This design comes from an exercise in tuning for small area on the open sky130 flow, not from production work. RTL that was checked went through simulation tests only; none was proved equivalent to the original. For run 8, only the layout was checked, not whether the RTL still works. Power and IR drop assume default switching activity.

<file path="flow/config.mk">
export PLATFORM = sky130hd
export DESIGN_NAME = sidAudioPath
export DESIGN_NICKNAME = sidAudioPath
export VERILOG_FILES = /design/flow/design.v
export SDC_FILE = /design/flow/constraint.sdc
export NUM_CORES = 4
export LEC_CHECK = 0
export CAP_MARGIN = 20
export CORE_MARGIN = 2
export CORE_UTILIZATION = 40
export CTS_BUF_LIST = sky130_fd_sc_hd__clkbuf_4
export CTS_CLUSTER_SIZE = 30
export SLEW_MARGIN = 20
</file>
<file path="flow/constraint.sdc">
create_clock -name core_clock -period 25.0 [get_ports {clk}]
set_input_delay 5.0000 -clock core_clock [delete_from_list [all_inputs] [get_ports {clk}]]
set_output_delay 5.0000 -clock core_clock [all_outputs]
set_load 0.01 [all_outputs]
</file>
<file path="flow/design.v">
package sidPkg;
  typedef enum logic [1:0] {
    modeBypass   = 2'd0,   
    modeLowpass  = 2'd1,   
    modeHighpass = 2'd2    
  } filterMode_t;
  typedef logic signed [15:0] sample_t;   
  typedef logic signed [16:0] wide_t;     
  typedef logic signed [11:0] voice_t;    
  function automatic wide_t satWide(input logic signed [17:0] x);
    if (x[17] != x[16]) begin
      satWide = x[17] ? 17'h10000 : 17'h0ffff;   
    end else begin
      satWide = x[16:0];
    end
  endfunction
endpackage
`timescale 1ns/1ps
module sidAudioPath (
  input  logic                   clk,
  input  logic                   rst,
  input  logic                   sampleValid,
  input  sidPkg::voice_t         voice0,
  input  sidPkg::voice_t         voice1,
  input  sidPkg::voice_t         voice2,
  input  logic [7:0]             env0,
  input  logic [7:0]             env1,
  input  logic [7:0]             env2,
  input  logic [3-1:0] filterRoute,
  input  sidPkg::filterMode_t    mode,
  input  logic [15:0]            coef,
  input  logic [3:0]             volume,
  output sidPkg::sample_t        audioOut,
  output logic                   audioValid
);
  logic [11:0] v0, v1, v2;
  logic [7:0]  e0, e1, e2;    
  logic [2:0]  route;
  logic        busy;
  logic [4:0]  step;
  logic signed [15:0] H;      
  logic signed [17:0] acc;    
  logic signed [15:0] lp;     
  logic [1:0] nF;             
  logic [4:0] xStep, pStep, dRel;
  logic       inF, inFilt, isP, inD, inVol, isVoice;
  logic       opFirst, accStep, filtLast, cStep;
  logic [1:0] ord;            
  logic [2:0] grp;            
  logic [1:0] vIdx;
  logic [2:0] filtPair;
  assign nF      = {1'b0, route[0]} + {1'b0, route[1]} + {1'b0, route[2]};
  assign xStep   = {1'b0, nF, 2'b00};
  assign pStep   = xStep + 5'd9;
  assign dRel    = step - xStep - 5'd10;
  assign inF     = step < xStep;
  assign inFilt  = (step > xStep) && (step < pStep);
  assign isP     = step == pStep;
  assign inD     = (step > pStep) && (step < 5'd22);
  assign inVol   = step >= 5'd22;
  assign isVoice = inF | inD;
  assign cStep   = step == pStep + 5'd1;
  assign filtLast = step == pStep - 5'd1;
  assign accStep = ((step[1:0] == 2'd0) && (step != 5'd0) && (step <= xStep)) ||
                   ((dRel[1:0] == 2'd0) && (step >= pStep + 5'd5) && (step <= 5'd22));
  assign ord     = inF ? step[3:2] : dRel[3:2];
  assign grp     = inF ? route : ~route;
  assign opFirst = (inF & (step[1:0] == 2'd0)) | (inD & (dRel[1:0] == 2'd0)) |
                   (step == xStep + 5'd1) | (step == 5'd22);
  assign filtPair = step[2:0] - 3'd1 - {nF[0], 2'b00};   
  always_comb begin
    case (ord)
      2'd0:    vIdx = grp[0] ? 2'd0 : (grp[1] ? 2'd1 : 2'd2);
      2'd1:    vIdx = (grp[0] & grp[1]) ? 2'd1 : 2'd2;
      default: vIdx = 2'd2;
    endcase
  end
  logic signed [17:0] aOp, bOp, sum;
  logic               cin;
  logic signed [15:0] clip;
  always_comb begin
    aOp = isP ? {{2{lp[15]}}, lp} : acc;
    bOp = '0;
    cin = 1'b0;
    if (accStep | isP) begin
      bOp = {{2{H[15]}}, H};
    end else if (inFilt) begin
      bOp = ~{{2{lp[15]}}, lp};
      cin = 1'b1;
    end
  end
  rca #(18) aluAdd (.a(aOp), .b(bOp), .cin(cin), .s(sum));
  always_comb begin
    if (!sum[17] && (sum[16] || sum[15]))      clip = 16'sh7fff;
    else if (sum[17] && !(sum[16] && sum[15])) clip = 16'sh8000;
    else                                       clip = sum[15:0];
  end
  logic [11:0]        vSel;
  logic [7:0]         eSel;
  logic signed [15:0] M;
  logic [1:0]         bits;
  logic signed [15:0] hEff;
  logic signed [17:0] mExt, row1, engSum;
  logic signed [15:0] engOut;
  always_comb begin
    case (vIdx)
      2'd0:    begin vSel = v0; eSel = e0; end
      2'd1:    begin vSel = v1; eSel = e1; end
      default: begin vSel = v2; eSel = e2; end
    endcase
  end
  always_comb begin
    if (inF)         bits = eSel[1:0];
    else if (inD)    bits = eSel[5:4];            
    else if (inFilt) bits = coef[2*filtPair +: 2];
    else if (inVol)  bits = step[0] ? volume[3:2] : volume[1:0];
    else             bits = 2'b00;
  end
  assign M      = isVoice ? {vSel, 4'b0000} : clip;
  assign hEff   = opFirst ? 16'sd0 : H;
  assign mExt   = {{2{M[15]}}, M};
  rca #(18) engAdd1 (.a({{2{hEff[15]}}, hEff}), .b(bits[0] ? mExt : 18'sd0), .cin(1'b0), .s(row1));
  rca #(18) engAdd2 (.a(row1), .b(bits[1] ? {mExt[16:0], 1'b0} : 18'sd0), .cin(1'b0), .s(engSum));
  assign engOut = engSum[17:2];
  always_ff @(posedge clk) begin
    if (sampleValid) begin
      v0    <= voice0;
      v1    <= voice1;
      v2    <= voice2;
      route <= filterRoute;
    end
    if (sampleValid) begin
      e0 <= env0;
      e1 <= env1;
      e2 <= env2;
    end else begin
      e0 <= {e0[1:0], e0[7:2]};
      e1 <= {e1[1:0], e1[7:2]};
      e2 <= {e2[1:0], e2[7:2]};
    end
    H <= engOut;
  end
  always_ff @(posedge clk) begin
    if (sampleValid) begin
      acc <= '0;
    end else if (accStep) begin
      acc <= sum;
    end else if ((filtLast & (mode == 2'd2)) | (isP & (mode == 2'd1)) |
                 (cStep & (mode[0] == mode[1]))) begin
      acc <= {{2{clip[15]}}, clip};
    end
  end
  always_ff @(posedge clk) begin
    if (rst) begin
      busy       <= 1'b0;
      step       <= '0;
      audioValid <= 1'b0;
      lp         <= '0;
    end else begin
      audioValid <= busy & (step == 5'd22);
      if (sampleValid) begin
        busy <= 1'b1;
        step <= '0;
      end else if (busy) begin
        step <= step + 5'd1;
        if (step == 5'd23) busy <= 1'b0;
      end
      if (busy & isP) lp <= clip;
    end
  end
  assign audioOut = engOut;
endmodule
module rca #(parameter int W = 16) (
  input  logic [W-1:0] a,
  input  logic [W-1:0] b,
  input  logic         cin,
  output logic [W-1:0] s
);
  logic [W:0] c;
  assign c[0] = cin;
  for (genvar i = 0; i < W; i++) begin : gBit
    assign s[i]   = a[i] ^ b[i] ^ c[i];
    assign c[i+1] = (a[i] & b[i]) | (a[i] & c[i]) | (b[i] & c[i]);
  end
endmodule
</file>
<file path="flow/run.sh">
#!/bin/bash
# synth_recipe.tcl (not shown) runs the flow's synth.tcl, then flattens the netlist and writes it again
# the make line also repeats each setting of config.mk as NAME=value (left out here)
make -C /OpenROAD-flow-scripts/flow DESIGN_CONFIG=/design/flow/config.mk WORK_HOME=/design/flow/orfs CLKGATE_MAP_FILE= SYNTH_SCRIPT=/design/flow/synth_recipe.tcl finish
</file>
==> results of run 1 <==
[layout make-up]
class                           instances  area share (%)
Tap cell                              225            3.26
Clock inverter                         14            1.45
Inverter                               30            1.30
Multi-Input combinational cell        520            46.5
Clock buffer                           18            1.56
Sequential cell                       120            32.3
Timing Repair Buffer                  122            13.6
[through the flow]
| stage | hold WS [ps] | setup slack, ps |
|---|---|---|
| 6_report | 465 | 855 |
| 5_1_grt | 480 | 84.3 |
| 3_5_place_dp | 445 | 1460 |
| 2_1_floorplan | 434 | 2680 |
| 4_1_cts | 473 | 850 |
| 3_3_place_gp | 437 | 1780 |
[registers in the layout, summed over array words and instances (netlist names), 3 cells and up]
name / flops
acc: 18
H: 16
lp: 16
v0: 12
v1: 12
v2: 12
e0: 8
e1: 8
e2: 8
step: 5
route: 3
[logic make-up after synthesis]
logic type / Yosys count
and+or+nand+nor: 263
xor gates and xnor gates: 12
adders and majority gates: 68
DFF: 120
buffers and inverters: 75
AOI/OAI and AO/OA: 142
muxes: 35
[synth_stat cells (all sizes together), types with 8 or more instances]
cell type | number | share of area (%)
or2 | 11 | 0.97
a22oi | 8 | 0.84
a211oi | 10 | 1.1
nor3 | 32 | 2.3
a21oi | 19 | 1.4
and3 | 10 | 0.95
ha | 19 | 3.3
nand3 | 15 | 1.1
o21ai | 15 | 1.1
inv | 30 | 1.6
o31ai | 18 | 2.0
nand2 | 113 | 6.0
nor2 | 48 | 2.5
edfxtp | 39 | 16
clkbuf | 30 | 1.6
nand2b | 11 | 0.97
o22ai | 25 | 2.2
fa | 49 | 14
buf | 15 | 1.2
dfxtp | 81 | 23
mux2 | 24 | 3.8
[power breakdown]
part           leakage, nW  switching [W]  total (W)  internal, W
logic                 2.10       0.000176   0.000340     0.000165
clock network        0.145      0.0000814   0.000132    0.0000510
registers             1.05      0.0000138   0.000242     0.000229
[layer usage]
layer  part of all wire (%)  vias up  global-route usage [%]  wire length, um
li1                       -     2731                       -                -
met1                     42     2777                    26.0             8030
met2                     49      177                    36.0             9250
met3                    6.4       35                    4.67             1210
met4                    2.6        0                    8.93              493
met5                      0        -                       0                0
[worst min path at each step]
stage | startpoint | to | slack, ps
global route | e2[7]$_DFF_P_ | e2[5]$_DFF_P_ | 480
floorplan | e0[7]$_DFF_P_ | e0[5]$_DFF_P_ | 430
CTS | e2[7]$_DFF_P_ | e2[5]$_DFF_P_ | 470
global placement | e0[7]$_DFF_P_ | e0[5]$_DFF_P_ | 440
detailed placement | e2[7]$_DFF_P_ | e2[5]$_DFF_P_ | 450
finish | e2[7]$_DFF_P_ | e2[5]$_DFF_P_ | 470
==> impl_metrics.env, run 1 <==
export IMPL_grt_pass1_wl_mm=30.3
export IMPL_cp_num_cells=53
export IMPL_globalRoute_totalOverflow=0
export IMPL_r2r_setup_slack_ps=6880
export IMPL_synth_top_flop_cell="dfxtp_1"
export IMPL_crit_path_start_kind="flip-flop"
export IMPL_synthArstFlopShare_pct=0
export IMPL_io_buffer_count=104
export IMPL_synth_area_um2=7120
export IMPL_cts_hold_buf=0
export IMPL_max_stage_delay_ps=610
export IMPL_worst_path_max_fanout=16
export IMPL_power_w=0.000715
export IMPL_synthCells=715
export IMPL_cp_top_family="adder cells"
export IMPL_drc=0
export IMPL_htreeDepth=4
export IMPL_irDropWorstVdd_uv=55.7
export IMPL_drive_gt1_share_pct=13.2
export IMPL_min_period_over_period_pct=96.6
export IMPL_ff_latch_area_um2=2790
export IMPL_cts_tree="done"
export IMPL_rr_worst_depth=52
export IMPL_core_rowCount=48
export IMPL_synth_seq_area_share_pct=39.2
export IMPL_cts_setup_buffers=0
export IMPL_yosys_warnings=1
export IMPL_holdPathStages=1
export IMPL_cpMaxStageDelayCell="fa_1"
export IMPL_tns_ps=0
export IMPL_synth_top_family_by_area="adder cells"
export IMPL_synthSimpleGateAreaFrac_pct=17.1
export IMPL_grt_usage_pct=21.2
export IMPL_pin_count=105
export IMPL_ys_ff_latch=120
export IMPL_maxCapViolations=0
export IMPL_worst_pin_slew_ps=1030
export IMPL_synth_compound_area_share_pct=14.6
export IMPL_via_per_inst=5.45
export IMPL_muxShareOfSynthArea_pct=6.05
export IMPL_antenna_cells=0
export IMPL_setup_violations_final=0
export IMPL_reg2reg_from="route[0]$_DFFE_PP_"
export IMPL_gp_congestion=0.964
export IMPL_grt_max_degree=69
export IMPL_cts_resized=0
export IMPL_fmax_mhz=41.4
export IMPL_die_y_um=137
export IMPL_cp_startpoint="route[0]$_DFFE_PP_"
export IMPL_synth_fp_nets=871
export IMPL_grt_pass1_vias=5964
export IMPL_dpl_cell_area_um2=8380
export IMPL_final_cell_mix="nand2_1 (112), clkdlybuf4s50_1 (103), dfxtp_1 (81)"
export IMPL_final_nets=967
export IMPL_instances_no_fill=1049
export IMPL_relSlewSlack_pct=31.0
export IMPL_multi_input_area_um2=4020
export IMPL_crit_path_frequent_cell="fa_1"
export IMPL_syn_area_per_cell_um2=9.95
export IMPL_synthAdderAreaFrac_pct=17.1
export IMPL_dp_cells=1017
export IMPL_antenna_found_initial=0
export IMPL_cp_buffers_inverters=4
export IMPL_critPathKind="reg -> out"
export IMPL_r2r_end="H[15]$_DFF_P_"
export IMPL_drv_slew=0
export IMPL_routed_wl_mm=19.0
export IMPL_fin_util_pct=49.8
export IMPL_fin_crit_ps=24150
export IMPL_path_clk_slew_ps=110
export IMPL_endpoint="audioOut[15]"
export IMPL_cts_buffers=17
export IMPL_cts_path_max_buffers=2
export IMPL_synth_edf_count=39
export IMPL_synth_xor_area_share_pct=1.48
export IMPL_fillers=1621
export IMPL_worstSkewPairLatency_ps=550
export IMPL_status="finished clean"
export IMPL_die_w_um=137
export IMPL_wl_per_cell_um=18.1
export IMPL_rsz0062_at_grt="false"
export IMPL_cts_sinks=120
export IMPL_min_path_type="reg -> reg"
export IMPL_coreArea_um2=17400
export IMPL_vias=5720
export IMPL_p_per_area_nw_per_um2=82.8
export IMPL_drtIter0Drc=370
export IMPL_fin_skew_ps=21.1
export IMPL_mostFrequentLayoutCell="nand2_1"
export IMPL_drtAntennaViolNets=0
export IMPL_die_area_um2=18900
export IMPL_cp_required_ps=20000
export IMPL_hpwl_mm=14.3
export IMPL_endpoint_kind="output port"
export IMPL_cts_root_buf="clkbuf_4"
export IMPL_worstPathArrival_ps=19150
export IMPL_fin_area_um2=8640
export IMPL_syn_to_final_growth_pct=21.4
export IMPL_initial_core_util_pct=41.0
export IMPL_finalHoldViolations=0
export IMPL_synth_distinct_cells=67
export IMPL_leakagePower_nw=3.30
export IMPL_first_pass_iters=5
==> run 2: changes to the inputs <==
--- a/flow/config.mk
+++ b/flow/config.mk
@@ -8,6 +8,4 @@
 export CAP_MARGIN = 20
 export CORE_MARGIN = 2
 export CORE_UTILIZATION = 40
-export CTS_BUF_LIST = sky130_fd_sc_hd__clkbuf_4
-export CTS_CLUSTER_SIZE = 30
 export SLEW_MARGIN = 20
==> impl_metrics.env, run 2 <==
export IMPL_syn_area_per_cell_um2=9.95
export IMPL_min_path_type="reg -> reg"
export IMPL_first_pass_iters=5
export IMPL_endpoint_kind="output port"
export IMPL_worstSkewPairLatency_ps=420
export IMPL_path_clk_slew_ps=60
export IMPL_core_rowCount=48
export IMPL_finalHoldViolations=0
export IMPL_grt_max_degree=69
export IMPL_min_from="e2[3]$_DFF_P_"
export IMPL_synth_seq_area_share_pct=39.2
export IMPL_cts_tree="done"
export IMPL_rsz0062_at_grt="false"
export IMPL_cp_required_ps=20000
export IMPL_drv_slew=0
export IMPL_critPathKind="reg -> out"
export IMPL_grt_usage_pct=21.5
export IMPL_die_area_um2=18900
export IMPL_cts_hold_buf=0
export IMPL_pin_count=105
export IMPL_antenna_cells=0
export IMPL_hpwl_mm=14.3
export IMPL_worst_path_max_fanout=16
export IMPL_fin_skew_ps=9.12
export IMPL_tns_ps=0
export IMPL_antenna_found_initial=0
export IMPL_synth_top_area_share_pct=22.8
export IMPL_die_w_um=137
export IMPL_synthCells=715
export IMPL_top_regs="acc: 18 flops, H: 16 flops, lp: 16 flops"
export IMPL_worst_pin_slew_ps=1050
export IMPL_via_per_inst=5.47
export IMPL_max_stage_delay_ps=610
export IMPL_routed_wl_mm=19.2
export IMPL_p_per_area_nw_per_um2=91.8
export IMPL_r2r_end="H[15]$_DFF_P_"
export IMPL_maxCapViolations=0
export IMPL_synth_edf_count=39
export IMPL_status="finished clean"
export IMPL_cpMaxStageDelayCell="fa_1"
export IMPL_hold_end="e2[1]$_DFF_P_"
export IMPL_grt_pass1_vias=6011
export IMPL_ys_top_cells_by_area="dfxtp_1 (23%), edfxtp_1 (16%), fa_1 (14%)"
export IMPL_final_cell_mix="nand2_1 (112), clkdlybuf4s50_1 (103), dfxtp_1 (81)"
export IMPL_cts_sinks=120
export IMPL_synth_top_flop_cell="dfxtp_1"
export IMPL_vias=5739
export IMPL_cts_setup_buffers=0
export IMPL_top_register="acc"
export IMPL_setup_slack_ps=1010
export IMPL_cts_root_buf="clkbuf_16"
export IMPL_yosysMostFrequentCell="nand2_1"
export IMPL_reg2reg_from="route[0]$_DFFE_PP_"
export IMPL_leakagePower_nw=3.43
export IMPL_mostFrequentLayoutCell="nand2_1"
export IMPL_grt_pass1_wl_mm=30.8
export IMPL_yosysTopAreaCell="dfxtp_1"
export IMPL_die_y_um=137
export IMPL_globalRoute_totalOverflow=0
export IMPL_syn_to_final_growth_pct=25.8
export IMPL_drc=0
export IMPL_drtIter0Drc=337
export IMPL_rr_worst_depth=52
export IMPL_dp_cells=1017
export IMPL_fin_crit_ps=23990
export IMPL_yosys_warnings=1
export IMPL_cts_buffers=17
export IMPL_r2r_setup_slack_ps=6900
export IMPL_instances_no_fill=1049
export IMPL_setup_violations_final=0
export IMPL_crit_path_frequent_cell="fa_1"
export IMPL_whs_ps=456
export IMPL_min_period_over_period_pct=96.0
export IMPL_gp_congestion=0.964
export IMPL_drtAntennaViolNets=0
export IMPL_place_ws_ps=1460
export IMPL_irDropWorstVdd_uv=56.5
export IMPL_drive_gt1_share_pct=13.2
export IMPL_cts_path_max_buffers=2
export IMPL_ys_ff_latch=120
export IMPL_synthArstFlopShare_pct=0
export IMPL_coreArea_um2=17400
export IMPL_htreeDepth=4
export IMPL_initial_core_util_pct=41.0
export IMPL_worstPathArrival_ps=18990
export IMPL_synth_area_um2=7120
export IMPL_wl_per_cell_um=18.3
export IMPL_fmax_mhz=41.7
export IMPL_io_buffer_count=104
export IMPL_holdPathStages=1
export IMPL_crit_path_start_kind="flip-flop"
export IMPL_synth_distinct_cells=67
export IMPL_cts_resized=0
export IMPL_relSlewSlack_pct=29.6
export IMPL_synth_fp_nets=871
export IMPL_synth_common_cells="nand2_1 (112), dfxtp_1 (81), fa_1 (49), nor2_1 (48), edfxtp_1 (39)"
export IMPL_final_nets=967
export IMPL_largest_register_ffs=18
-- run 2: worst max-delay path, delay by kind of cell (launching register included) --
kind	cells	cell delay, ps
XOR/XNOR	3	500
adder cells (fa/ha/maj)	37	14210
flip-flops	1	510
AO/OA/AOI/OAI	4	1140
AND/OR/NAND/NOR	5	1500
buffers and inverters	4	740
-- run 2: where the power goes --
group	switching, W	internal [W]
clock	0.0000951	0.000143
combinational	0.000176	0.000165
sequential	0.0000138	0.000229
total	0.000285	0.000537
-- run 2: logic make-up (layout without fill, tap and decap cells) --
group           after synthesis  in the layout  synth area share (%)
mux                          35             35                  6.05
simple gates                263            263                  17.1
xor+xnor                     12             12                  1.48
fa+ha+maj                    68             68                  17.1
buf+inv                      75            184                  4.36
flops                       120            120                  39.2
compound gates              142            142                  14.6
-- run 2: worst max path at each step --
stage / slack [ps] / to / startpoint / depth (start not counted)
4_1_cts: 1020 / audioOut[15] / route[0]$_DFFE_PP_ / 53
3_3_place_gp: 1780 / audioOut[15] / route[0]$_DFFE_PP_ / 53
3_5_place_dp: 1460 / audioOut[15] / route[0]$_DFFE_PP_ / 53
2_1_floorplan: 2680 / audioOut[15] / route[0]$_DFFE_PP_ / 55
6_report: 1010 / audioOut[15] / route[0]$_DFFE_PP_ / 53
5_1_grt: 270 / audioOut[15] / route[0]$_DFFE_PP_ / 53
-- run 2: per-layer routing --
metal | global-route usage [%] | wire length, um
met5 | 0 | 0
met4 | 8.65 | 531
met1 | 25.9 | 8120
met2 | 36.6 | 9310
met3 | 5.52 | 1230
-- run 2: layout make-up --
type | count | area, um^2
Inverter | 30 | 113
Clock inverter | 12 | 118
Sequential cell | 120 | 2790
Fill cell | 1580 | 8400
Tap cell | 225 | 282
Clock buffer | 20 | 457
Timing Repair Buffer | 122 | 1170
Multi-Input combinational cell | 520 | 4020
-- run 2: stage by stage --
step | instance area [um^2] | power [W] | util (%)
after global placement | 8380 | 0.000586 | 48.3
after global routing | 8950 | 0.000874 | 51.6
after CTS | 8950 | 0.000832 | 51.6
after detailed placement | 8380 | 0.000592 | 48.3
after floorplan | 7120 | 0.000441 | -
final | 8950 | 0.000822 | 51.6
==> run 3: changes to the inputs <==
--- a/flow/config.mk
+++ b/flow/config.mk
@@ -7,5 +7,6 @@
 export LEC_CHECK = 0
 export CAP_MARGIN = 20
 export CORE_MARGIN = 2
-export CORE_UTILIZATION = 40
+export CORE_UTILIZATION = 75
+export PLACE_DENSITY = 0.85
 export SLEW_MARGIN = 20
==> impl_metrics.env, run 3 <==
export IMPL_status="did not finish"
export IMPL_lastStage="global routing"
export IMPL_tool_error="[ERROR GRT-0232] Routing congestion too high. Check the congestion heatmap in the GUI."
export IMPL_die_w_um=101
export IMPL_syn_area_per_cell_um2=9.95
export IMPL_synth_distinct_cells=67
export IMPL_yosysTopAreaCell="dfxtp_1"
export IMPL_dp_cells=914
export IMPL_synthCells=715
export IMPL_synthArstFlopShare_pct=0
export IMPL_initial_core_util_pct=77.0
export IMPL_globalRoute_totalOverflow=60
export IMPL_io_buffer_count=104
export IMPL_synth_common_cells="nand2_1 (112), dfxtp_1 (81), fa_1 (49), nor2_1 (48), edfxtp_1 (39)"
export IMPL_core_rowCount=35
export IMPL_endpoint_type="top-level output"
export IMPL_synth_area_um2=7120
export IMPL_pin_count=105
export IMPL_cts_sinks=120
export IMPL_cts_path_max_buffers=2
export IMPL_die_y_um=101
export IMPL_cts_hold_buf=0
export IMPL_cts_buffers=17
export IMPL_yosys_warnings=1
export IMPL_place_ws_ps=1170
export IMPL_htreeDepth=4
export IMPL_ys_top_cells_by_area="dfxtp_1 (23%), edfxtp_1 (16%), fa_1 (14%)"
export IMPL_synth_seq_area_share_pct=39.2
export IMPL_synth_edf_count=39
export IMPL_ys_ff_latch=120
export IMPL_dpl_cell_area_um2=8200
export IMPL_gp_congestion=1.03
export IMPL_hpwl_mm=14.8
export IMPL_cts_root_buf="clkbuf_8"
export IMPL_synth_fp_nets=871
export IMPL_grt_max_degree=84
export IMPL_synth_top_area_share_pct=22.8
export IMPL_synth_top_flop_cell="dfxtp_1"
export IMPL_worst_endpoint="audioOut[14]"
export IMPL_yosysMostFrequentCell="nand2_1"
export IMPL_grt_usage_pct=77.6
run 3: cell counts after synthesis:
Identical to the previous run, type by type.
run 3: routing by layer:
layer	global-route usage [%]	GRT overflow
met1	76.3	1
met2	93.6	26
met3	63.6	3
met4	82.5	30
met5	13.5	0
run 3: cell families after synthesis:
kind of cell	synth area share [%]
and+or+nand+nor	17.1
AOI/OAI and AO/OA	14.6
DFF	39.2
buffers and inverters	4.36
adders and majority gates	17.1
muxes	6.05
xor gates and xnor gates	1.48
run 3: power by group through the flow:
stage | logic (W) | clock network, W | registers, W
global placement | 0.000325 | 0 | 0.000248
floorplan | 0.000200 | 0 | 0.000241
CTS | 0.000381 | 0.000237 | 0.000247
detailed placement | 0.000353 | 0 | 0.000249
run 3: how the worst min path moves through the flow:
| stage | startpoint | endpoint | slack (ps) | cells after the start |
|---|---|---|---|---|
| 4_1_cts | e0[3]$_DFF_P_ | e0[1]$_DFF_P_ | 470 | 1 |
| 2_1_floorplan | e0[7]$_DFF_P_ | e0[5]$_DFF_P_ | 430 | 1 |
| 3_5_place_dp | e2[6]$_DFF_P_ | e2[4]$_DFF_P_ | 440 | 1 |
| 3_3_place_gp | e1[6]$_DFF_P_ | e1[4]$_DFF_P_ | 440 | 1 |
run 3: timing repair:
action	in CTS
gates resized for setup	2
setup buffers	1
setup endpoints to repair	1
cloned	0
pin swaps	1
run 3: through the flow:
step,hold WS (ps),power (W)
after floorplan,434,0.000441
after global placement,437,0.000573
after detailed placement,442,0.000602
after CTS,466,0.000865
==> run 4: changes to the inputs <==
==> flow/config.mk (replaced) <==
export PLATFORM = sky130hd
export DESIGN_NAME = sidAudioPath
export DESIGN_NICKNAME = sidAudioPath
export VERILOG_FILES = /design/flow/design.v
export SDC_FILE = /design/flow/constraint.sdc
export NUM_CORES = 4
export LEC_CHECK = 0
export CAP_MARGIN = 0
export CORE_MARGIN = 2
export CORE_UTILIZATION = 40
export CTS_BUF_LIST = sky130_fd_sc_hd__clkbuf_4
export SLEW_MARGIN = 0
==> impl_metrics.env, run 4 <==
export IMPL_largest_register_ffs=18
export IMPL_min_path_type="reg -> reg"
export IMPL_crit_path_frequent_cell="fa_1"
export IMPL_maxCapViolations=0
export IMPL_whs_ps=465
export IMPL_status="finished clean"
export IMPL_grt_usage_pct=21.2
export IMPL_yosysTopAreaCell="dfxtp_1"
export IMPL_globalRoute_totalOverflow=0
export IMPL_finalHoldViolations=0
export IMPL_switchingPower_w=0.000271
export IMPL_p_per_area_nw_per_um2=82.8
export IMPL_swShare_pct=37.9
export IMPL_top_register="acc"
export IMPL_crit_path_start_kind="flip-flop"
export IMPL_pin_count=105
export IMPL_synth_top_area_share_pct=22.8
export IMPL_final_cell_mix="nand2_1 (112), clkdlybuf4s50_1 (103), dfxtp_1 (81)"
export IMPL_core_rowCount=48
export IMPL_syn_area_per_cell_um2=9.95
export IMPL_yosysMostFrequentCell="nand2_1"
export IMPL_top_regs="acc: 18 flops, H: 16 flops, lp: 16 flops"
export IMPL_cp_top_family="adder cells"
export IMPL_cp_required_ps=20000
export IMPL_gp_congestion=0.964
export IMPL_combPwrFrac_pct=47.6
export IMPL_drive_gt1_share_pct=13.2
export IMPL_die_y_um=137
export IMPL_vias=5720
export IMPL_grt_pass1_wl_mm=30.3
export IMPL_drv_slew=0
export IMPL_final_nets=967
export IMPL_fmax_mhz=41.4
export IMPL_cts_tree="done"
export IMPL_drtAntennaViolNets=0
export IMPL_antenna_cells=0
export IMPL_setup_violations_final=0
export IMPL_muxShareOfSynthArea_pct=6.05
export IMPL_p_int_w=0.000444
export IMPL_drtIter0Drc=370
export IMPL_worstPathArrival_ps=19150
export IMPL_syn_to_final_growth_pct=21.4
export IMPL_leakagePower_nw=3.30
export IMPL_tns_ps=0
export IMPL_rsz0062_at_grt="false"
export IMPL_irDropWorstVdd_uv=55.7
export IMPL_pwr_share_clk_pct=18.5
export IMPL_synth_xor_area_share_pct=1.48
export IMPL_die_area_um2=18900
export IMPL_first_pass_iters=5
export IMPL_cts_resized=0
export IMPL_worstSkewPairLatency_ps=550
export IMPL_yosys_warnings=1
export IMPL_synth_area_um2=7120
export IMPL_synth_seq_area_share_pct=39.2
export IMPL_die_w_um=137
export IMPL_hpwl_mm=14.3
export IMPL_cts_setup_buffers=0
export IMPL_cts_path_max_buffers=2
export IMPL_drc=0
export IMPL_fin_crit_ps=24150
export IMPL_cts_buffers=17
export IMPL_endpoint_kind="output port"
export IMPL_fin_util_pct=49.8
export IMPL_synth_distinct_cells=67
export IMPL_ys_top_cells_by_area="dfxtp_1 (23%), edfxtp_1 (16%), fa_1 (14%)"
export IMPL_routed_wl_mm=19.0
export IMPL_synth_fp_nets=871
export IMPL_cts_root_buf="clkbuf_4"
export IMPL_grt_max_degree=69
export IMPL_max_stage_delay_ps=610
export IMPL_cpMaxStageDelayCell="fa_1"
export IMPL_coreArea_um2=17400
export IMPL_fin_skew_ps=21.1
export IMPL_cp_buffers_inverters=4
export IMPL_grt_pass1_vias=5964
export IMPL_worst_pin_slew_ps=1030
export IMPL_synthCells=715
export IMPL_synth_top_flop_cell="dfxtp_1"
export IMPL_path_clk_slew_ps=110
export IMPL_mostFrequentLayoutCell="nand2_1"
export IMPL_cts_hold_buf=0
export IMPL_synth_edf_count=39
export IMPL_worst_path_max_fanout=16
export IMPL_io_buffer_count=104
export IMPL_antenna_found_initial=0
export IMPL_wl_per_cell_um=18.1
export IMPL_sequentialPowerShare_pct=33.9
export IMPL_critPathKind="reg -> out"
export IMPL_synthAdderAreaFrac_pct=17.1
export IMPL_cts_sinks=120
export IMPL_initial_core_util_pct=41.0
export IMPL_ys_ff_latch=120
export IMPL_min_period_over_period_pct=96.6
export IMPL_synth_compound_area_share_pct=14.6
export IMPL_via_per_inst=5.45
export IMPL_htreeDepth=4
export IMPL_synthArstFlopShare_pct=0
export IMPL_synth_common_cells="nand2_1 (112), dfxtp_1 (81), fa_1 (49), nor2_1 (48), edfxtp_1 (39)"
export IMPL_synthSimpleGateAreaFrac_pct=17.1
export IMPL_relSlewSlack_pct=31.0
export IMPL_synth_top_family_by_area="adder cells"
[run 4: cell counts after synthesis]
Identical to the previous run, type by type.
[run 4: power groups by stage]
| stage | logic (W) | registers, W | clock network (W) |
|---|---|---|---|
| 2_1_floorplan | 0.000200 | 0.000241 | 0 |
| 3_3_place_gp | 0.000339 | 0.000247 | 0 |
| 3_5_place_dp | 0.000345 | 0.000248 | 0 |
| 4_1_cts | 0.000346 | 0.000243 | 0.000136 |
| 5_1_grt | 0.000378 | 0.000245 | 0.000143 |
| 6_report | 0.000340 | 0.000242 | 0.000132 |
[run 4: cells by family (layout without fill, tap and decap cells)]
group                      Yosys count  count (layout)
and+or+nand+nor                    263             263
AOI/OAI and AO/OA                  142             142
DFF                                120             120
buffers and inverters               75             184
adders and majority gates           68              68
muxes                               35              35
xor gates and xnor gates            12              12
[run 4: stage by stage]
step           instance area (um^2)  setup slack, ps  std cells  power (W)
2_1_floorplan                  7120             2680        715   0.000441
3_3_place_gp                   8380             1780       1017   0.000586
3_5_place_dp                   8380             1460       1017   0.000592
4_1_cts                        8640              850       1049   0.000726
5_1_grt                        8640             84.3       1049   0.000767
6_report                       8640              855       1049   0.000715
[run 4: worst register-to-register path: cells and delay by family, from the launching register on]
| kind | cells | cell delay [ps] |
|---|---|---|
| xor+xnor | 3 | 470 |
| flops | 1 | 530 |
| simple gates | 5 | 1500 |
| fa+ha+maj | 37 | 14170 |
| compound gates | 4 | 1150 |
| buf+inv | 3 | 180 |
[run 4: final timing paths]
path / startpoint / end / slack [ps] / cells past startpoint
max reg2reg: route[0]$_DFFE_PP_ / H[15]$_DFF_P_ / 6880 / 52
min reg2reg: e2[7]$_DFF_P_ / e2[5]$_DFF_P_ / 470 / 1
max: route[0]$_DFFE_PP_ / audioOut[15] / 850 / 53
min: e2[7]$_DFF_P_ / e2[5]$_DFF_P_ / 470 / 1
[run 4: layout make-up]
class / instances / area (um^2)
Multi-Input combinational cell: 520 / 4020
Inverter: 30 / 113
Tap cell: 225 / 282
Sequential cell: 120 / 2790
Timing Repair Buffer: 122 / 1170
Fill cell: 1621 / 8720
Clock inverter: 14 / 125
Clock buffer: 18 / 135
[run 4: layer usage]
| layer | routed length (um) | track usage (%) |
|---|---|---|
| met1 | 8030 | 26.0 |
| met5 | 0 | 0 |
| met4 | 493 | 8.93 |
| met3 | 1210 | 4.67 |
| met2 | 9250 | 36.0 |
==> run 5: changes to the inputs <==
==> flow/flow/run.sh (new file) <==
#!/bin/bash
# Standard ORFS layout (standard.sh) with two placement/CTS arguments changed:
#  - port buffers use the smallest buffer, sky130_fd_sc_hd__buf_1 (every port is still buffered)
#  - clock tree synthesis with clkbuf_4 and without dummy loads
set -euo pipefail
export BUFFER_PORTS_ARGS="-buffer_cell sky130_fd_sc_hd__buf_1"
export CTS_ARGS="-sink_clustering_enable -repair_clock_nets -buf_list sky130_fd_sc_hd__clkbuf_4 -dont_use_dummy_load"
bash standard.sh finish > flow_make.log 2>&1
==> flow/standard.sh (new file) <==
#!/bin/bash
# synth_recipe.tcl (not shown) runs the flow's synth.tcl, then flattens the netlist and writes it again
# the make line also repeats each setting of config.mk as NAME=value (left out here)
make -C /OpenROAD-flow-scripts/flow DESIGN_CONFIG=/design/flow/config.mk WORK_HOME=/design/flow/orfs CLKGATE_MAP_FILE= SYNTH_SCRIPT=/design/flow/synth_recipe.tcl "${@:-finish}"
removed: flow/run.sh
==> impl_metrics.env, run 5 <==
export IMPL_grt_usage_pct=19.9
export IMPL_ys_top_cells_by_area="dfxtp_1 (23%), edfxtp_1 (16%), fa_1 (14%)"
export IMPL_cts_setup_buffers=0
export IMPL_whs_ps=462
export IMPL_setup_violations_final=0
export IMPL_ff_latch_area_um2=2790
export IMPL_cts_resized=0
export IMPL_io_buffer_count=104
export IMPL_top_register="acc"
export IMPL_die_y_um=137
export IMPL_final_nets=965
export IMPL_max_stage_delay_ps=630
export IMPL_grt_pass1_wl_mm=28.3
export IMPL_worstPathArrival_ps=18810
export IMPL_die_area_um2=18900
export IMPL_rr_worst_depth=54
export IMPL_min_period_over_period_pct=95.3
export IMPL_cpMaxStageDelayCell="fa_1"
export IMPL_endpoint_kind="output port"
export IMPL_via_per_inst=5.35
export IMPL_grt_max_degree=84
export IMPL_antenna_found_initial=2
export IMPL_min_from="e0[4]$_DFF_P_"
export IMPL_yosys_warnings=1
export IMPL_first_pass_iters=5
export IMPL_syn_to_final_growth_pct=10.3
export IMPL_worstSkewPairLatency_ps=540
export IMPL_holdPathStages=1
export IMPL_reg2reg_from="route[0]$_DFFE_PP_"
export IMPL_syn_area_per_cell_um2=9.95
export IMPL_core_rowCount=48
export IMPL_globalRoute_totalOverflow=0
export IMPL_leakagePower_nw=2.94
export IMPL_fillers=1716
export IMPL_drtAntennaViolNets=0
export IMPL_critPathKind="reg -> out"
export IMPL_cts_sinks=120
export IMPL_yosysMostFrequentCell="nand2_1"
export IMPL_relSlewSlack_pct=27.2
export IMPL_drive_gt1_share_pct=11.4
export IMPL_crit_path_start_kind="flip-flop"
export IMPL_final_cell_mix="nand2_1 (112), buf_1 (103), dfxtp_1 (81)"
export IMPL_rsz0062_at_grt="false"
export IMPL_cts_path_max_buffers=2
export IMPL_instances_no_fill=1034
export IMPL_synthCells=715
export IMPL_worst_pin_slew_ps=1090
export IMPL_synth_distinct_cells=67
export IMPL_cts_root_buf="clkbuf_4"
export IMPL_die_w_um=137
export IMPL_dpl_cell_area_um2=7710
export IMPL_irDropWorstVdd_uv=37.2
export IMPL_hpwl_mm=13.2
export IMPL_yosysTopAreaCell="dfxtp_1"
export IMPL_crit_path_frequent_cell="fa_1"
export IMPL_coreArea_um2=17400
export IMPL_finalHoldViolations=0
export IMPL_dp_cells=1015
export IMPL_p_per_area_nw_per_um2=78.3
export IMPL_maxCapViolations=0
export IMPL_synthArstFlopShare_pct=0
export IMPL_synth_seq_area_share_pct=39.2
export IMPL_largest_register_ffs=18
export IMPL_wl_per_cell_um=16.9
export IMPL_synth_area_um2=7120
export IMPL_mostFrequentLayoutCell="nand2_1"
export IMPL_synth_fp_nets=871
export IMPL_drtIter0Drc=470
export IMPL_status="finished clean"
export IMPL_tns_ps=0
export IMPL_routed_wl_mm=17.5
export IMPL_cts_tree="done"
export IMPL_pin_count=105
export IMPL_synth_top_area_share_pct=22.8
export IMPL_fin_area_um2=7850
export IMPL_htreeDepth=4
export IMPL_path_clk_slew_ps=110
export IMPL_gp_congestion=0.865
export IMPL_cts_buffers=17
export IMPL_synth_common_cells="nand2_1 (112), dfxtp_1 (81), fa_1 (49), nor2_1 (48), edfxtp_1 (39)"
export IMPL_ys_ff_latch=120
export IMPL_r2r_end="H[15]$_DFF_P_"
export IMPL_drv_slew=0
export IMPL_synth_edf_count=39
export IMPL_r2r_setup_slack_ps=6780
export IMPL_worst_path_max_fanout=30
export IMPL_hold_end="e0[2]$_DFF_P_"
export IMPL_min_path_type="reg -> reg"
export IMPL_top_regs="acc: 18 flops, H: 16 flops, lp: 16 flops"
export IMPL_cp_required_ps=20000
export IMPL_initial_core_util_pct=41.0
export IMPL_synth_top_flop_cell="dfxtp_1"
export IMPL_multi_input_area_um2=4010
export IMPL_vias=5527
export IMPL_drc=0
export IMPL_fin_crit_ps=23810
export IMPL_fmax_mhz=42.0
export IMPL_cts_hold_buf=0
export IMPL_grt_pass1_vias=5478
export IMPL_fin_skew_ps=47.8
run 5: cell counts after synthesis:
Identical to the previous run, type by type.
run 5: kinds of logic (layout without fill, tap and decap cells):
kind of cell | Yosys count | after routing | synth area share [%]
AND/OR/NAND/NOR | 263 | 263 | 17.1
AO/OA/AOI/OAI | 142 | 142 | 14.6
flip-flops | 120 | 120 | 39.2
buffers and inverters | 75 | 167 | 4.36
adder cells (fa/ha/maj) | 68 | 68 | 17.1
multiplexers | 35 | 35 | 6.05
XOR/XNOR | 12 | 12 | 1.48
other | 0 | 2 | 0
run 5: metrics by stage:
step / utilization [%] / power [W] / setup slack, ps
after floorplan: - / 0.000441 / 2680
after CTS: 45.2 / 0.000626 / 1140
after detailed placement: 44.4 / 0.000532 / 1730
after global routing: 45.2 / 0.000671 / 407
after global placement: 44.4 / 0.000531 / 2020
final: 45.2 / 0.000614 / 1190
run 5: power by group:
part	switching, W	internal, W
registers	0.0000155	0.000229
clock network	0.0000616	0.0000310
logic	0.000170	0.000107
total	0.000247	0.000367
run 5: final cells by class:
class / instances / area share, %
diodes: 2 / 0.0638
clock buffers: 17 / 1.63
inverters: 30 / 1.43
multi-input cells: 520 / 51.1
flip-flops and latches: 120 / 35.6
well taps: 225 / 3.59
repair buffers: 120 / 6.55
run 5: worst max-delay path by stage:
stage	start	endpoint	slack [ps]
after floorplan	route[0]$_DFFE_PP_	audioOut[15]	2680
after global placement	route[0]$_DFFE_PP_	audioOut[15]	2020
after detailed placement	route[0]$_DFFE_PP_	audioOut[15]	1730
after CTS	route[0]$_DFFE_PP_	audioOut[15]	1140
after global routing	route[0]$_DFFE_PP_	audioOut[15]	410
final	route[0]$_DFFE_PP_	audioOut[15]	1190
run 5: worst max-delay path, delay by kind of cell, from the launching register on:
kind                       cells  cell delay, ps
and+or+nand+nor                5            1210
buffers and inverters          6             770
xor gates and xnor gates       3             490
AOI/OAI and AO/OA              4            1120
DFF                            1             520
adders and majority gates     37           14160
run 5: metal layers:
layer  vias up  track usage [%]  share of wire (%)
li1       2714                -                  -
met4         0             7.10                1.7
met3        18             4.75                5.9
met5         -                0                  0
met2       170             31.8                 47
met1      2625             26.4                 46
==> run 6: changes to the inputs <==
--- a/flow/design.v
+++ b/flow/design.v
@@ -75,26 +75,29 @@
       default: vIdx = 2'd2;
     endcase
   end
-  logic signed [17:0] aOp, bOp, sum;
-  logic               cin;
+  logic signed [17:0] aOp, bOp, sum, res;
+  logic               cin, zero, clipOn;
   logic signed [15:0] clip;
+  assign zero   = rst | sampleValid;
+  assign clipOn = ~accStep | inVol;
   always_comb begin
-    aOp = isP ? {{2{lp[15]}}, lp} : acc;
+    aOp = (isP | zero) ? {{2{lp[15]}}, lp} : acc;
     bOp = '0;
     cin = 1'b0;
-    if (accStep | isP) begin
-      bOp = {{2{H[15]}}, H};
-    end else if (inFilt) begin
+    if (zero | inFilt) begin
       bOp = ~{{2{lp[15]}}, lp};
       cin = 1'b1;
+    end else if (accStep | isP) begin
+      bOp = {{2{H[15]}}, H};
     end
   end
   rca #(18) aluAdd (.a(aOp), .b(bOp), .cin(cin), .s(sum));
   always_comb begin
-    if (!sum[17] && (sum[16] || sum[15]))      clip = 16'sh7fff;
-    else if (sum[17] && !(sum[16] && sum[15])) clip = 16'sh8000;
-    else                                       clip = sum[15:0];
+    if (clipOn && !sum[17] && (sum[16] || sum[15]))      res = 18'sh07fff;
+    else if (clipOn && sum[17] && !(sum[16] && sum[15])) res = -18'sh08000;
+    else                                                 res = sum;
   end
+  assign clip = res[15:0];
   logic [11:0]        vSel;
   logic [7:0]         eSel;
   logic signed [15:0] M;
@@ -141,13 +144,9 @@
     H <= engOut;
   end
   always_ff @(posedge clk) begin
-    if (sampleValid) begin
-      acc <= '0;
-    end else if (accStep) begin
-      acc <= sum;
-    end else if ((filtLast & (mode == 2'd2)) | (isP & (mode == 2'd1)) |
-                 (cStep & (mode[0] == mode[1]))) begin
-      acc <= {{2{clip[15]}}, clip};
+    if (sampleValid | accStep | (filtLast & (mode == 2'd2)) | (isP & (mode == 2'd1)) |
+        (cStep & (mode[0] == mode[1]))) begin
+      acc <= res;
     end
   end
   always_ff @(posedge clk) begin
@@ -155,7 +154,6 @@
       busy       <= 1'b0;
       step       <= '0;
       audioValid <= 1'b0;
-      lp         <= '0;
     end else begin
       audioValid <= busy & (step == 5'd22);
       if (sampleValid) begin
@@ -165,8 +163,10 @@
         step <= step + 5'd1;
         if (step == 5'd23) busy <= 1'b0;
       end
-      if (busy & isP) lp <= clip;
     end
+  end
+  always_ff @(posedge clk) begin
+    if (rst | (busy & isP)) lp <= clip;
   end
   assign audioOut = engOut;
 endmodule
--- a/flow/config.mk
+++ b/flow/config.mk
@@ -5,8 +5,9 @@
 export SDC_FILE = /design/flow/constraint.sdc
 export NUM_CORES = 4
 export LEC_CHECK = 0
-export CAP_MARGIN = 0
+export CAP_MARGIN = 20
 export CORE_MARGIN = 2
 export CORE_UTILIZATION = 40
 export CTS_BUF_LIST = sky130_fd_sc_hd__clkbuf_4
-export SLEW_MARGIN = 0
+export GPL_TIMING_DRIVEN = 0
+export SLEW_MARGIN = 20
==> impl_metrics.env, run 6 <==
export IMPL_gp_congestion=0.930
export IMPL_initial_core_util_pct=41.1
export IMPL_ys_ff_latch=120
export IMPL_min_path_type="reg -> reg"
export IMPL_setup_slack_ps=375
export IMPL_synth_common_cells="edfxtp_1 (73), fa_1 (49), dfxtp_1 (47), mux2_2 (40), inv_1 (36)"
export IMPL_place_ws_ps=-1890
export IMPL_fin_crit_ps=24620
export IMPL_min_period_over_period_pct=98.5
export IMPL_hpwl_mm=12.4
export IMPL_synthArstFlopShare_pct=0
export IMPL_synth_seq_area_share_pct=45.6
export IMPL_relSlewSlack_pct=40.8
export IMPL_fin_area_um2=7980
export IMPL_irDropWorstVdd_uv=67.2
export IMPL_largest_register_ffs=18
export IMPL_p_per_area_nw_per_um2=148
export IMPL_grt_pass1_wl_mm=27.1
export IMPL_ys_top_cells_by_area="edfxtp_1 (32%), fa_1 (14%), dfxtp_1 (14%)"
export IMPL_synth_xor_area_share_pct=1.49
export IMPL_drive_gt1_share_pct=20.7
export IMPL_synthCells=563
export IMPL_rr_worst_depth=56
export IMPL_cts_tree="done"
export IMPL_drv_slew=0
export IMPL_path_clk_slew_ps=100
export IMPL_synth_top_flop_cell="edfxtp_1"
export IMPL_fmax_mhz=40.6
export IMPL_crit_path_start_kind="input port"
export IMPL_die_area_um2=18200
export IMPL_dpl_cell_area_um2=7600
export IMPL_top_register="acc"
export IMPL_mostFrequentLayoutCell="buf_1"
export IMPL_synth_distinct_cells=66
export IMPL_tns_ps=0
export IMPL_synth_area_um2=6870
export IMPL_endpoint_kind="output port"
export IMPL_synth_fp_nets=719
export IMPL_cts_sinks=120
export IMPL_globalRoute_totalOverflow=0
export IMPL_leakagePower_nw=2.92
export IMPL_io_buffer_count=104
export IMPL_muxShareOfSynthArea_pct=8.89
export IMPL_cts_buffers=17
export IMPL_final_cell_mix="buf_1 (101), edfxtp_1 (73), dfxtp_1 (47)"
export IMPL_yosysTopAreaCell="edfxtp_1"
export IMPL_yosysMostFrequentCell="edfxtp_1"
export IMPL_grt_max_degree=19
export IMPL_final_nets=848
export IMPL_vias=4842
export IMPL_die_w_um=135
export IMPL_rsz0062_at_grt="true"
export IMPL_worst_pin_slew_ps=881
export IMPL_drc=0
export IMPL_cts_path_max_buffers=2
export IMPL_coreArea_um2=16700
export IMPL_worst_path_max_fanout=14
export IMPL_cp_required_ps=20000
export IMPL_status="finished clean"
export IMPL_first_pass_iters=4
export IMPL_crit_path_frequent_cell="fa_2"
export IMPL_worstSkewPairLatency_ps=530
export IMPL_antenna_found_initial=1
export IMPL_drtIter0Drc=343
export IMPL_htreeDepth=4
export IMPL_grt_usage_pct=19.2
export IMPL_synthSimpleGateAreaFrac_pct=9.67
export IMPL_yosys_warnings=1
export IMPL_holdPathStages=1
export IMPL_drtAntennaViolNets=0
export IMPL_fin_skew_ps=35.3
export IMPL_synth_compound_area_share_pct=12.3
export IMPL_wl_per_cell_um=18.3
export IMPL_via_per_inst=5.32
export IMPL_finalHoldViolations=0
export IMPL_dp_cells=888
export IMPL_synth_edf_count=73
export IMPL_routed_wl_mm=16.7
export IMPL_maxCapViolations=0
export IMPL_max_stage_delay_ps=410
export IMPL_worstPathArrival_ps=19620
export IMPL_whs_ps=464
export IMPL_pin_count=105
export IMPL_cts_root_buf="clkbuf_4"
export IMPL_synth_top_area_share_pct=31.9
export IMPL_instances_no_fill=911
export IMPL_die_y_um=135
export IMPL_synthAdderAreaFrac_pct=17.7
export IMPL_synth_top_family_by_area="adder cells"
export IMPL_grt_pass1_vias=5222
export IMPL_top_regs="acc: 18 flops, H: 16 flops, lp: 16 flops"
export IMPL_critPathKind="in -> out"
export IMPL_syn_area_per_cell_um2=12.2
export IMPL_core_rowCount=47
export IMPL_cts_hold_buf=0
export IMPL_syn_to_final_growth_pct=16.2
export IMPL_setup_violations_final=0
export IMPL_cpMaxStageDelayCell="fa_2"
## run 6: changes by cell type in the layout (fill, tap and decap cells not counted), sizes merged, moves of 11 or more
cell	delta
a21oi	-11
nor2	-16
a21o	+13
clkbuf	+15
o31ai	-17
nor3	-16
edfxtp	+34
dfxtp	-34
o22ai	-11
a211o	+11
mux2	+16
nand2	-78
o211ai	+13
## run 6: per-layer routing
| metal | track usage [%] | wire length [um] |
|---|---|---|
| met3 | 4.35 | 784 |
| met5 | 0 | 0 |
| met2 | 31.4 | 8010 |
| met1 | 26.1 | 7650 |
| met4 | 5.09 | 227 |
## run 6: where the power goes
part	internal (W)	total, W	switching, W
clock network	0.0000311	0.0000943	0.0000632
logic	0.000313	0.000747	0.000435
registers	0.000317	0.000340	0.0000228
total	0.000660	0.00118	0.000521
## run 6: final cells by class
class	instances	area, um^2
diodes	1	2.50
plain buffers	25	159
clock buffers	17	128
fillers	1573	8720
inverters	36	135
multi-input cells	377	3600
flip-flops and latches	120	3130
well taps	220	275
repair buffers	115	556
## run 6: cell families after synthesis
| group | after synthesis |
|---|---|
| muxes | 51 |
| AOI/OAI and AO/OA | 118 |
| DFF | 120 |
| and+or+nand+nor | 130 |
| adders and majority gates | 68 |
| buffers and inverters | 66 |
| xor gates and xnor gates | 10 |
## run 6: what timing repair did
item | 4_1_cts | 5_1_grt
cloned | 2 | 0
gates resized for setup | 42 | 17
setup endpoints to repair | 6 | 3
buffers inserted | 3 | 3
pin swaps | 7 | 9
## run 6: worst paths after layout
path	start	to	slack [ps]
worst max register to register	route[0]$_DFFE_PP_	H[15]$_DFF_P_	8150
worst min-delay path	e2[3]$_DFF_P_	e2[1]$_DFF_P_	460
worst min register to register	e2[3]$_DFF_P_	e2[1]$_DFF_P_	460
worst max-delay path	sampleValid	audioOut[15]	380
## run 6: critical path: cells and delay by family
| family | cells | cell delay [ps] |
|---|---|---|
| muxes | 1 | 180 |
| adders and majority gates | 34 | 11590 |
| xor gates and xnor gates | 3 | 510 |
| and+or+nand+nor | 5 | 1010 |
| AOI/OAI and AO/OA | 1 | 220 |
| buffers and inverters | 10 | 1070 |
## run 6: through the flow
stage               total power, W  util (%)
CTS                        0.00118      47.2
finish                     0.00118      47.8
global placement           0.00103      45.4
floorplan                 0.000842         -
global route               0.00129      47.8
detailed placement         0.00105      45.5
==> run 7: changes to the inputs <==
==> flow/config.mk (replaced) <==
export PLATFORM = sky130hd
export DESIGN_NAME = sidAudioPath
export DESIGN_NICKNAME = sidAudioPath
export VERILOG_FILES = /design/flow/design.v
export SDC_FILE = /design/flow/constraint.sdc
export NUM_CORES = 4
export LEC_CHECK = 0
export CAP_MARGIN = 0
export CORE_MARGIN = 2
export CORE_UTILIZATION = 40
export CTS_BUF_LIST = sky130_fd_sc_hd__clkbuf_4
export SLEW_MARGIN = 0
==> impl_metrics.env, run 7 <==
export IMPL_grt_max_degree=67
export IMPL_crit_path_frequent_cell="fa_2"
export IMPL_drtAntennaViolNets=0
export IMPL_globalRoute_totalOverflow=0
export IMPL_coreArea_um2=16700
export IMPL_synth_fp_nets=719
export IMPL_synth_area_um2=6870
export IMPL_io_buffer_count=104
export IMPL_synth_edf_count=73
export IMPL_ys_top_cells_by_area="edfxtp_1 (32%), fa_1 (14%), dfxtp_1 (14%)"
export IMPL_worst_pin_slew_ps=1070
export IMPL_pin_count=105
export IMPL_whs_ps=459
export IMPL_r2r_end="H[15]$_DFF_P_"
export IMPL_fin_skew_ps=37.1
export IMPL_initial_core_util_pct=41.1
export IMPL_p_per_area_nw_per_um2=149
export IMPL_min_from="e1[6]$_DFF_P_"
export IMPL_maxCapViolations=0
export IMPL_cts_hold_buf=0
export IMPL_max_stage_delay_ps=420
export IMPL_syn_area_per_cell_um2=12.2
export IMPL_min_period_over_period_pct=98.0
export IMPL_yosys_warnings=1
export IMPL_core_rowCount=47
export IMPL_drv_slew=0
export IMPL_final_cell_mix="buf_1 (101), edfxtp_1 (73), dfxtp_1 (47)"
export IMPL_grt_pass1_wl_mm=26.0
export IMPL_setup_violations_final=0
export IMPL_synth_seq_area_share_pct=45.6
export IMPL_grt_usage_pct=18.4
export IMPL_synth_top_flop_cell="edfxtp_1"
export IMPL_holdPathStages=1
export IMPL_relSlewSlack_pct=28.7
export IMPL_fin_area_um2=7820
export IMPL_first_pass_iters=4
export IMPL_dpl_cell_area_um2=7610
export IMPL_antenna_found_initial=2
export IMPL_top_register="acc"
export IMPL_die_w_um=135
export IMPL_grt_pass1_vias=5102
export IMPL_cts_tree="done"
export IMPL_ys_ff_latch=120
export IMPL_largest_register_ffs=18
export IMPL_yosysTopAreaCell="edfxtp_1"
export IMPL_rr_worst_depth=55
export IMPL_reg2reg_from="route[0]$_DFFE_PP_"
export IMPL_hpwl_mm=11.8
export IMPL_htreeDepth=4
export IMPL_irDropWorstVdd_uv=92.3
export IMPL_drive_gt1_share_pct=18.9
export IMPL_status="finished clean"
export IMPL_path_clk_slew_ps=70
export IMPL_drtIter0Drc=303
export IMPL_critPathKind="in -> out"
export IMPL_synthArstFlopShare_pct=0
export IMPL_worstPathArrival_ps=19500
export IMPL_fin_util_pct=46.8
export IMPL_finalHoldViolations=0
export IMPL_via_per_inst=5.30
export IMPL_worstSkewPairLatency_ps=510
export IMPL_synthCells=563
export IMPL_fmax_mhz=40.8
export IMPL_synth_common_cells="edfxtp_1 (73), fa_1 (49), dfxtp_1 (47), mux2_2 (40), inv_1 (36)"
export IMPL_final_nets=841
export IMPL_cts_path_max_buffers=2
export IMPL_r2r_setup_slack_ps=8260
export IMPL_synth_distinct_cells=66
export IMPL_crit_path_start_kind="input port"
export IMPL_cp_required_ps=20000
export IMPL_yosysMostFrequentCell="edfxtp_1"
export IMPL_cpMaxStageDelayCell="fa_1"
export IMPL_cts_sinks=120
export IMPL_syn_to_final_growth_pct=13.8
export IMPL_leakagePower_nw=2.89
export IMPL_worst_path_max_fanout=4
export IMPL_wl_per_cell_um=17.3
export IMPL_fin_crit_ps=24500
export IMPL_cts_root_buf="clkbuf_4"
export IMPL_gp_congestion=0.863
export IMPL_vias=4790
export IMPL_power_w=0.00117
export IMPL_mostFrequentLayoutCell="buf_1"
export IMPL_endpoint_kind="output port"
export IMPL_die_area_um2=18200
export IMPL_top_regs="acc: 18 flops, H: 16 flops, lp: 16 flops"
export IMPL_hold_end="e1[4]$_DFF_P_"
export IMPL_drc=0
export IMPL_cts_buffers=17
export IMPL_synth_top_area_share_pct=31.9
export IMPL_min_path_type="reg -> reg"
export IMPL_routed_wl_mm=15.7
export IMPL_die_y_um=135
## run 7: cell counts after synthesis
No cell type changed its count.
## run 7: worst max-delay path by stage
stage           startpoint      endpoint  slack [ps]  cells after the start
2_1_floorplan  sampleValid  audioOut[15]          20                     54
3_3_place_gp           rst  audioOut[15]        -250                     52
3_5_place_dp           rst  audioOut[15]        -480                     52
4_1_cts        sampleValid  audioOut[15]           9                     52
5_1_grt        sampleValid  audioOut[15]         -30                     53
6_report       sampleValid  audioOut[15]         500                     52
## run 7: where the power goes
part	switching [W]	leakage [nW]	internal [W]	total [W]
logic	0.000420	1.71	0.000311	0.000732
registers	0.0000254	1.11	0.000317	0.000343
clock network	0.0000609	0.0782	0.0000311	0.0000920
## run 7: layout make-up
type,count,area (um^2)
fillers,1612,8880
multi-input cells,377,3530
flip-flops and latches,120,3130
repair buffers,133,618
well taps,220,275
inverters,36,135
clock buffers,17,128
diodes,1,2.50
## run 7: cells by family (layout without fill, tap and decap cells)
family                     Yosys count  count (layout)  share of synthesized area [%]
AOI/OAI and AO/OA                  118             118                           12.3
xor gates and xnor gates            10              10                           1.49
adders and majority gates           68              68                           17.7
buffers and inverters               66             186                           4.24
DFF                                120             120                           45.6
muxes                               51              51                           8.89
other                                0               1                              0
and+or+nand+nor                    130             130                           9.67
## run 7: routing by layer
layer	part of all wire, %	up-vias	global-route usage, %	routed length, um
met5	0	-	0	0
met4	1.1	0	5.44	171
met3	4.9	13	3.75	763
met2	47	135	29.3	7430
met1	47	2366	25.5	7300
li1	-	2276	-	-
## run 7: worst max-delay path, delay by kind of cell
kind                     cells  cell delay [ps]
XOR/XNOR                     3              550
buffers and inverters        7              680
AO/OA/AOI/OAI                3              520
AND/OR/NAND/NOR              5             1000
adder cells (fa/ha/maj)     34            11730
## run 7: through the flow
| step | setup slack [ps] | setup TNS [ps] | cells |
|---|---|---|---|
| after floorplan | 23.4 | 0 | 563 |
| after global placement | -252 | -258 | 885 |
| after detailed placement | -477 | -692 | 885 |
| after CTS | 8.53 | 0 | 903 |
| after global routing | -34.8 | -34.8 | 904 |
| final | 501 | 0 | 904 |
## run 7: what timing repair did
item,CTS,global route
gates resized for setup,11,16
endpoints found under the hold margin,0,0
buffers inserted,1,0
pin swaps,1,2
cloned,0,0
endpoints found under the setup margin,2,2
==> run 8: changes to the inputs <==
--- a/flow/design.v
+++ b/flow/design.v
@@ -49,7 +49,9 @@
   logic [2:0] grp;            
   logic [1:0] vIdx;
   logic [2:0] filtPair;
-  assign nF      = {1'b0, route[0]} + {1'b0, route[1]} + {1'b0, route[2]};
+  logic [2:0] rt;             
+  assign rt      = sampleValid ? filterRoute : route;
+  assign nF      = {1'b0, rt[0]} + {1'b0, rt[1]} + {1'b0, rt[2]};
   assign xStep   = {1'b0, nF, 2'b00};
   assign pStep   = xStep + 5'd9;
   assign dRel    = step - xStep - 5'd10;
@@ -64,7 +66,7 @@
   assign accStep = ((step[1:0] == 2'd0) && (step != 5'd0) && (step <= xStep)) ||
                    ((dRel[1:0] == 2'd0) && (step >= pStep + 5'd5) && (step <= 5'd22));
   assign ord     = inF ? step[3:2] : dRel[3:2];
-  assign grp     = inF ? route : ~route;
+  assign grp     = inF ? rt : ~rt;
   assign opFirst = (inF & (step[1:0] == 2'd0)) | (inD & (dRel[1:0] == 2'd0)) |
                    (step == xStep + 5'd1) | (step == 5'd22);
   assign filtPair = step[2:0] - 3'd1 - {nF[0], 2'b00};   
@@ -105,11 +107,19 @@
   logic signed [15:0] hEff;
   logic signed [17:0] mExt, row1, engSum;
   logic signed [15:0] engOut;
+  logic [11:0] v0n, v1n, v2n;
+  logic [1:0]  e0n, e1n, e2n;
+  assign v0n = (voice0 & {12{sampleValid}}) | (v0 & {12{~sampleValid}});
+  assign v1n = (voice1 & {12{sampleValid}}) | (v1 & {12{~sampleValid}});
+  assign v2n = (voice2 & {12{sampleValid}}) | (v2 & {12{~sampleValid}});
+  assign e0n = sampleValid ? env0[1:0] : e0[1:0];
+  assign e1n = sampleValid ? env1[1:0] : e1[1:0];
+  assign e2n = sampleValid ? env2[1:0] : e2[1:0];
   always_comb begin
     case (vIdx)
-      2'd0:    begin vSel = v0; eSel = e0; end
-      2'd1:    begin vSel = v1; eSel = e1; end
-      default: begin vSel = v2; eSel = e2; end
+      2'd0:    begin vSel = v0n; eSel = {e0[7:2], e0n}; end
+      2'd1:    begin vSel = v1n; eSel = {e1[7:2], e1n}; end
+      default: begin vSel = v2n; eSel = {e2[7:2], e2n}; end
     endcase
   end
   always_comb begin
@@ -126,16 +136,14 @@
   rca #(18) engAdd2 (.a(row1), .b(bits[1] ? {mExt[16:0], 1'b0} : 18'sd0), .cin(1'b0), .s(engSum));
   assign engOut = engSum[17:2];
   always_ff @(posedge clk) begin
+    v0 <= v0n;
+    v1 <= v1n;
+    v2 <= v2n;
     if (sampleValid) begin
-      v0    <= voice0;
-      v1    <= voice1;
-      v2    <= voice2;
       route <= filterRoute;
-    end
-    if (sampleValid) begin
-      e0 <= env0;
-      e1 <= env1;
-      e2 <= env2;
+      e0    <= {env0[1:0], env0[7:2]};   
+      e1    <= {env1[1:0], env1[7:2]};
+      e2    <= {env2[1:0], env2[7:2]};
     end else begin
       e0 <= {e0[1:0], e0[7:2]};
       e1 <= {e1[1:0], e1[7:2]};
@@ -155,20 +163,24 @@
       step       <= '0;
       audioValid <= 1'b0;
     end else begin
-      audioValid <= busy & (step == 5'd22);
+      audioValid <= busy & (step == 5'd23);
       if (sampleValid) begin
         busy <= 1'b1;
-        step <= '0;
+        step <= 5'd1;
       end else if (busy) begin
-        step <= step + 5'd1;
-        if (step == 5'd23) busy <= 1'b0;
+        if (step == 5'd23) begin
+          busy <= 1'b0;
+          step <= '0;
+        end else begin
+          step <= step + 5'd1;
+        end
       end
     end
   end
   always_ff @(posedge clk) begin
     if (rst | (busy & isP)) lp <= clip;
   end
-  assign audioOut = engOut;
+  assign audioOut = H;
 endmodule
 module rca #(parameter int W = 16) (
   input  logic [W-1:0] a,
==> impl_metrics.env, run 8 <==
export IMPL_final_nets=909
export IMPL_htreeDepth=4
export IMPL_tns_ps=0
export IMPL_setup_violations_final=0
export IMPL_cts_resized=0
export IMPL_synthSimpleGateAreaFrac_pct=12.4
export IMPL_drive_gt1_share_pct=14.6
export IMPL_wl_per_cell_um=17.0
export IMPL_maxCapViolations=0
export IMPL_initial_core_util_pct=40.9
export IMPL_max_stage_delay_ps=780
export IMPL_power_w=0.00106
export IMPL_drtAntennaViolNets=0
export IMPL_synth_top_area_share_pct=24.3
export IMPL_cpMaxStageDelayCell="nor4_1"
export IMPL_status="finished clean"
export IMPL_coreArea_um2=17300
export IMPL_top_regs="acc: 18 flops, H: 16 flops, lp: 16 flops"
export IMPL_fmax_mhz=43.1
export IMPL_fin_util_pct=44.9
export IMPL_yosysMostFrequentCell="dfxtp_1"
export IMPL_yosys_warnings=1
export IMPL_first_pass_iters=4
export IMPL_relSlewSlack_pct=31.4
export IMPL_top_register="acc"
export IMPL_worstSkewPairLatency_ps=520
export IMPL_p_per_area_nw_per_um2=137
export IMPL_fin_skew_ps=31.0
export IMPL_die_y_um=137
export IMPL_routed_wl_mm=16.6
export IMPL_leakagePower_nw=3.08
export IMPL_yosysTopAreaCell="dfxtp_1"
export IMPL_cts_tree="done"
export IMPL_via_per_inst=5.16
export IMPL_core_rowCount=48
export IMPL_grt_usage_pct=18.8
export IMPL_pwr_share_clk_pct=8.6
export IMPL_pin_count=105
export IMPL_synthCells=653
export IMPL_synth_area_um2=7080
export IMPL_cts_sinks=120
export IMPL_synth_common_cells="dfxtp_1 (86), mux2_2 (65), nand2_1 (59), inv_1 (56), a21oi_1 (50)"
export IMPL_combPwrFrac_pct=58.8
export IMPL_synth_compound_area_share_pct=9.99
export IMPL_finalHoldViolations=0
export IMPL_final_cell_mix="buf_1 (103), dfxtp_1 (86), mux2_2 (65)"
export IMPL_synthArstFlopShare_pct=0
export IMPL_gp_congestion=0.881
export IMPL_cp_top_family="adder cells"
export IMPL_worst_path_max_fanout=19
export IMPL_worstPathArrival_ps=23610
export IMPL_largest_register_ffs=18
export IMPL_synthAdderAreaFrac_pct=17.2
export IMPL_globalRoute_totalOverflow=0
export IMPL_io_buffer_count=104
export IMPL_synth_fp_nets=809
export IMPL_antenna_found_initial=1
export IMPL_vias=5043
export IMPL_ys_top_cells_by_area="dfxtp_1 (24%), edfxtp_1 (14%), fa_1 (14%)"
export IMPL_die_w_um=137
export IMPL_critPathKind="in -> reg"
export IMPL_endpoint_kind="flip-flop"
export IMPL_synth_edf_count=34
export IMPL_synth_xor_area_share_pct=1.31
export IMPL_cts_setup_buffers=0
export IMPL_hpwl_mm=13.1
export IMPL_syn_area_per_cell_um2=10.8
export IMPL_p_int_w=0.000589
export IMPL_muxShareOfSynthArea_pct=15.0
export IMPL_grt_max_degree=53
export IMPL_cts_hold_buf=0
[run 8: changes by cell type after synthesis, moves of 15 or more]
| cell | change |
|---|---|
| nand2_1 | +24 |
| dfxtp_1 | +39 |
| inv_1 | +20 |
| a21oi_1 | +42 |
| edfxtp_1 | -39 |
| mux2_2 | +25 |
| o211ai_1 | -15 |
[run 8: worst reg2reg max path: cells and delay by family, from the launching register on]
family	cells	cell delay, ps
adder cells (fa/ha/maj)	36	13580
multiplexers	1	490
AND/OR/NAND/NOR	5	1640
buffers and inverters	6	390
AO/OA/AOI/OAI	7	1740
flip-flops	1	310
XOR/XNOR	1	240
[run 8: path summary, 6_finish.rpt]
check / end / slack [ps] / cells after the start / startpoint
worst min register to register: e0[1]$_DFF_P_ / 430 / 1 / e0[3]$_DFF_P_
worst min-delay path: e0[1]$_DFF_P_ / 430 / 1 / e0[3]$_DFF_P_
worst max register to register: H[15]$_DFF_P_ / 6500 / 56 / route[0]$_DFF_P_
worst max-delay path: H[15]$_DFF_P_ / 1810 / 57 / sampleValid
[run 8: metal layers]
metal	wire (um)	global-route usage, %
met1	7180	23.1
met2	8590	33.5
met3	655	4.41
met4	186	4.35
met5	0	0
[run 8: cell type report]
type | instances | area (um^2)
Multi-Input combinational cell | 447 | 3960
Timing Repair Buffer | 110 | 437
Inverter | 57 | 214
Sequential cell | 120 | 2740
Antenna cell | 1 | 2.50
Fill cell | 1692 | 9540
Tap cell | 225 | 282
Clock buffer | 17 | 128
[run 8: through the flow]
| step | hold WS, ps | cell area (um^2) | worst slack, ps | std cells |
|---|---|---|---|---|
| final | 427 | 7760 | 1810 | 977 |
| after global routing | 451 | 7760 | 748 | 977 |
| after CTS | 445 | 7760 | 1790 | 976 |
| after detailed placement | 446 | 7630 | 1230 | 959 |
| after global placement | 439 | 7630 | 1920 | 959 |
| after floorplan | 425 | 7080 | 1650 | 653 |
[run 8: logic make-up (layout without fill, tap and decap cells)]
| group | after synthesis | after routing |
|---|---|---|
| other cells | 0 | 1 |
| compound gates | 110 | 110 |
| buf+inv | 86 | 184 |
| mux | 92 | 92 |
| xor+xnor | 9 | 9 |
| flops | 120 | 120 |
| fa+ha+maj | 68 | 68 |
| simple gates | 168 | 168 |
[run 8: power by group through the flow]
stage | clock (W) | sequential (W) | combinational, W
after floorplan | 0 | 0.000337 | 0.000467
after global placement | 0 | 0.000349 | 0.000602
after detailed placement | 0 | 0.000351 | 0.000631
after CTS | 0.0000949 | 0.000347 | 0.000632
after global routing | 0.000104 | 0.000351 | 0.000719
final | 0.0000917 | 0.000346 | 0.000625

Setup slack of run 8, layout unchanged: 1.811 ns with ideal ports, 1.832 ns with driving cells assumed (clock clkbuf_16, inputs buf_2), 1.288 ns with port delays also shifted by the 0.544 ns mid clock arrival.
